This design comes from an exercise in tuning for small area, a short achievable clock period and few clock cycles per item on the open sky130 flow, not from production work.
Function was checked by simulation only, so behaviour that the tests miss may differ from the original.
No activity file was given, so power comes from the tool's default toggle rates.

// access_key_match_table
module access_key_match_table
(
    input  logic        i_clk,
    input  logic        i_rst_n,
    input  logic        i_s_axis_tvalid,
    output logic        o_s_axis_tready,
    input  logic [63:0] i_s_axis_tdata,    
    input  logic [2:0]  i_s_axis_tuser,    
    output logic        o_m_axis_tvalid,
    input  logic        i_m_axis_tready,
    output logic [63:0] o_m_axis_tdata     
);
For scale: about 3200 cells after synthesis, about 1100 flip-flops, about 48000 um^2 of cells after synthesis.
Settings: LEC_CHECK=0, CAP_MARGIN=20, CORE_MARGIN=2, CORE_UTILIZATION=50, CTS_CLUSTER_DIAMETER=100, CTS_CLUSTER_SIZE=20, SETUP_SLACK_MARGIN=2.8, SLEW_MARGIN=20; clock period 5.0 ns.
standard.sh (not shown) runs the stock make flow with config.mk's settings and CLKGATE_MAP_FILE= SYNTH_SCRIPT=/design/flow/synth_recipe.tcl, a recipe that flattens the netlist after the stock synthesis.
==> flow/flow/run.sh <==
#!/bin/bash
# The standard layout (standard.sh, standard synthesis included), with one
# change: the buffers that global placement puts on every input and output port
# are a plain buffer cell (buf_2) instead of the delay cell buffer_ports picks
# by default. Every port still gets its buffer; the resizer may size it later.
set -euo pipefail
export BUFFER_PORTS_ARGS="-buffer_cell sky130_fd_sc_hd__buf_2"
bash standard.sh "BUFFER_PORTS_ARGS=-buffer_cell sky130_fd_sc_hd__buf_2" finish > standard.log 2>&1
The first run produced a clean layout.
Testbench counts at the start, summed over its fixed seeds: cycles 8,016, items 8,000.
Next try:
Settings changed: CORE_UTILIZATION 50 to 70, CTS_CLUSTER_SIZE 20 to 24, PLACE_DENSITY set to 0.8.
=> Area after synthesis does not change. Synthesized cell count stays the same. Routed wire length went down by 8.6%. Setup slack is better by 0.016 ns. Power went down by 3.0%. Utilization went up by 21 points.
Next try:
Settings changed: CORE_UTILIZATION 70 to 50, CTS_CLUSTER_SIZE 24 to 20, PLACE_DENSITY 0.8 to not set, SETUP_SLACK_MARGIN 2.8 to 2.6.
What happened:
- synthesized area does not change
- via count is lower by a few percent
- routed wire length grows by a few percent
- register-to-register slack degrades by 0.09 ns
Next try:
Settings changed: CORE_UTILIZATION 50 to 60, CTS_CLUSTER_SIZE 20 to 24, PLACE_DENSITY set to 0.7, SETUP_SLACK_MARGIN 2.6 to 2.8.
=>
- The new run went through all stages and came out clean
- fmax rose by about 2%
- total power fell by 2.3%
- die area fell by about 16%
- wire length fell by about 3.6%
- hold slack gains 0.014 ns
- sequential share of layout area fell by 0.76 points
- setup slack gains 0.047 ns
- utilization rose by 12 points
- clock-buffer cell count fell by 17


Another version of the RTL of access_key_match_table (not shown whole).
Size in the first run: about 3,200 cells after synthesis, roughly 1,100 flip-flops, about 140 I/O pins.
export LEC_CHECK = 0
export CAP_MARGIN = 20
export CORE_MARGIN = 2
export CORE_UTILIZATION = 50
export CTS_CLUSTER_DIAMETER = 100
export CTS_CLUSTER_SIZE = 20
export SETUP_SLACK_MARGIN = 2.75
export SLEW_MARGIN = 20
create_clock -name core_clock -period 5.0 [get_ports {i_clk}]
Scripts as last shown in full above: flow/flow/run.sh
Testbench counts at the start, summed over its fixed seeds: cycles 8,016, items 8,000.
Rerun with:
==> flow/run.sh (new file) <==
#!/bin/bash
# synth_recipe.tcl (not shown) runs the flow's synth.tcl, then flattens the netlist and writes it again
# the make line also repeats each setting of config.mk as NAME=value (left out here)
make -C /OpenROAD-flow-scripts/flow DESIGN_CONFIG=/design/flow/config.mk WORK_HOME=/design/flow/orfs CLKGATE_MAP_FILE= SYNTH_SCRIPT=/design/flow/synth_recipe.tcl finish
SETUP_SLACK_MARGIN = 2.6   (was 2.75)
removed: flow/flow/run.sh
removed: flow/standard.sh
What happened: Wire length came out higher by 3.9%. Final area came out higher by 2.1%. Via count went up by 1.4%. Sequential share of layout area drops by 1.2 points. Non-clock buffer count rises by 62. Clock power drops by about 1%. Cell count grows by 1.1%.


Another version of the RTL of access_key_match_table (not shown whole).
For scale: ~1000 flip-flops, about 47000 um2 of cells after synthesis.
==> flow/design.v (excerpt) <==
module access_key_match_table
(
    input  logic        i_clk,
    input  logic        i_rst_n,
    input  logic        i_s_axis_tvalid,
    output logic        o_s_axis_tready,
    input  logic [63:0] i_s_axis_tdata,    
    input  logic [2:0]  i_s_axis_tuser,    
    output logic        o_m_axis_tvalid,
    input  logic        i_m_axis_tready,
    output logic [63:0] o_m_axis_tdata     
);
    localparam int SLOTS = 16;
    localparam int KW    = 56;
    logic          r_a_valid;
    logic [KW-1:0] r_a_key;
    logic [3:0]    r_a_slot;
    logic          r_a_setm;
    logic          r_a_add;
    logic          r_a_chk;
    logic          r_a_mst;
    logic          r_a_rem;
    logic          r_a_rds;
    logic          r_a_oor;
    logic          r_o_valid;
    logic          r_o_granted;
    logic [1:0]    r_o_status;
    logic          r_o_evalid;
    logic [KW-1:0] r_o_ekey;
    logic [KW-1:0]    r_mem [SLOTS];
    logic [SLOTS-1:0] r_valid;
    logic w_acc;
    logic w_exec;
    assign w_exec          = r_a_valid && (!r_o_valid || i_m_axis_tready);
    assign o_s_axis_tready = i_rst_n && (!(r_a_valid && r_o_valid) || i_m_axis_tready);
    assign w_acc           = i_s_axis_tvalid && o_s_axis_tready;
    always_ff @(posedge i_clk) begin
        if (!i_rst_n) begin
            r_a_valid <= 1'b0;
        end else if (w_acc) begin
            r_a_valid <= 1'b1;
        end else if (w_exec) begin
            r_a_valid <= 1'b0;
        end
    end
    always_ff @(posedge i_clk) begin
        if (w_acc) begin
            r_a_key  <= i_s_axis_tdata[KW-1:0];
            r_a_slot <= i_s_axis_tdata[59:56];
            r_a_oor  <= i_s_axis_tdata[60];
            r_a_setm <= (i_s_axis_tuser == 3'd0);
            r_a_add  <= (i_s_axis_tuser == 3'd1);
            r_a_chk  <= (i_s_axis_tuser == 3'd2);
            r_a_mst  <= (i_s_axis_tuser == 3'd3);
            r_a_rem  <= (i_s_axis_tuser == 3'd4);
  ...
Settings: LEC_CHECK=0, CAP_MARGIN=20, CORE_MARGIN=2, CORE_UTILIZATION=40, SLEW_MARGIN=20; clock period 5.0 ns.
run.sh (not shown) runs the stock make flow with config.mk's settings and CLKGATE_MAP_FILE= SYNTH_SCRIPT=/design/flow/synth_recipe.tcl, a recipe that flattens the netlist after the stock synthesis.
Stock flow here: none of the scripts above is used.
Testbench counts at the start, summed over its fixed seeds: cycles 8,016, items 8,000.
Next try:
- ABC_CLOCK_PERIOD_IN_PS: default -> 2000
- SETUP_SLACK_MARGIN: default -> 2.6
What happened:
- worst setup slack gets better by 0.80 ns
- final area is higher by roughly a tenth
- die area is unchanged
- flip-flop and latch count is unchanged
- via count is higher by a few percent
- worst hold slack gets better by 0.019 ns

re-timing with driven ports:
No port has a modelled driver above. Below, the same layouts with a new extraction and two added sets of constraints.
Step 1, drivers: a clkbuf_16 drives i_clk and a buf_2 each remaining input, both assumed.
Step 2 adds t to the input delays and takes it off the output delays; t is the mean of the earliest and latest rising clock arrival at the registers after step 1. Input paths then give back, and output paths get back, about the clock's delay inside the block.
Slacks: ideal / step 1 / step 2; pairs: ideal / step 1.
run | shift t [ns] | setup slack, ns | worst hold slack (ns) | latest minus earliest clock arrival (ns)
the first run of note 1 | 0.757 | 2.587 / 2.545 / 1.927 | 0.433 / 0.408 / 0.433 | 0.028 / 0.028
the second run of note 1 | 0.717 | 2.602 / 2.553 / 1.924 | 0.436 / 0.436 / 0.436 | 0.028 / 0.028
the third run of note 1 | 0.748 | 2.553 / 2.553 / 1.843 | 0.429 / 0.426 / 0.429 | 0.033 / 0.033
the fourth run of note 1 | 0.722 | 2.600 / 2.550 / 1.997 | 0.443 / 0.443 / 0.443 | 0.034 / 0.033
the first run of note 2 | 0.744 | 2.562 / 2.520 / 1.992 | 0.430 / 0.417 / 0.430 | 0.034 / 0.034
the second run of note 2 | 0.776 | 2.565 / 2.530 / 1.843 | 0.434 / 0.387 / 0.435 | 0.022 / 0.023
the first run of note 3 | 0.814 | 0.898 / 0.898 / 0.851 | 0.519 / 0.519 / 0.519 | 0.041 / 0.041
the second run of note 3 | 0.830 | 1.698 / 1.698 / 1.698 | 0.539 / 0.539 / 0.539 | 0.059 / 0.059
After both steps setup and hold are still met in every run listed. For the second run of note 2, which loses most, drivers alone change the setup slack by -0.035 ns; drivers and shift together by -0.722 ns.
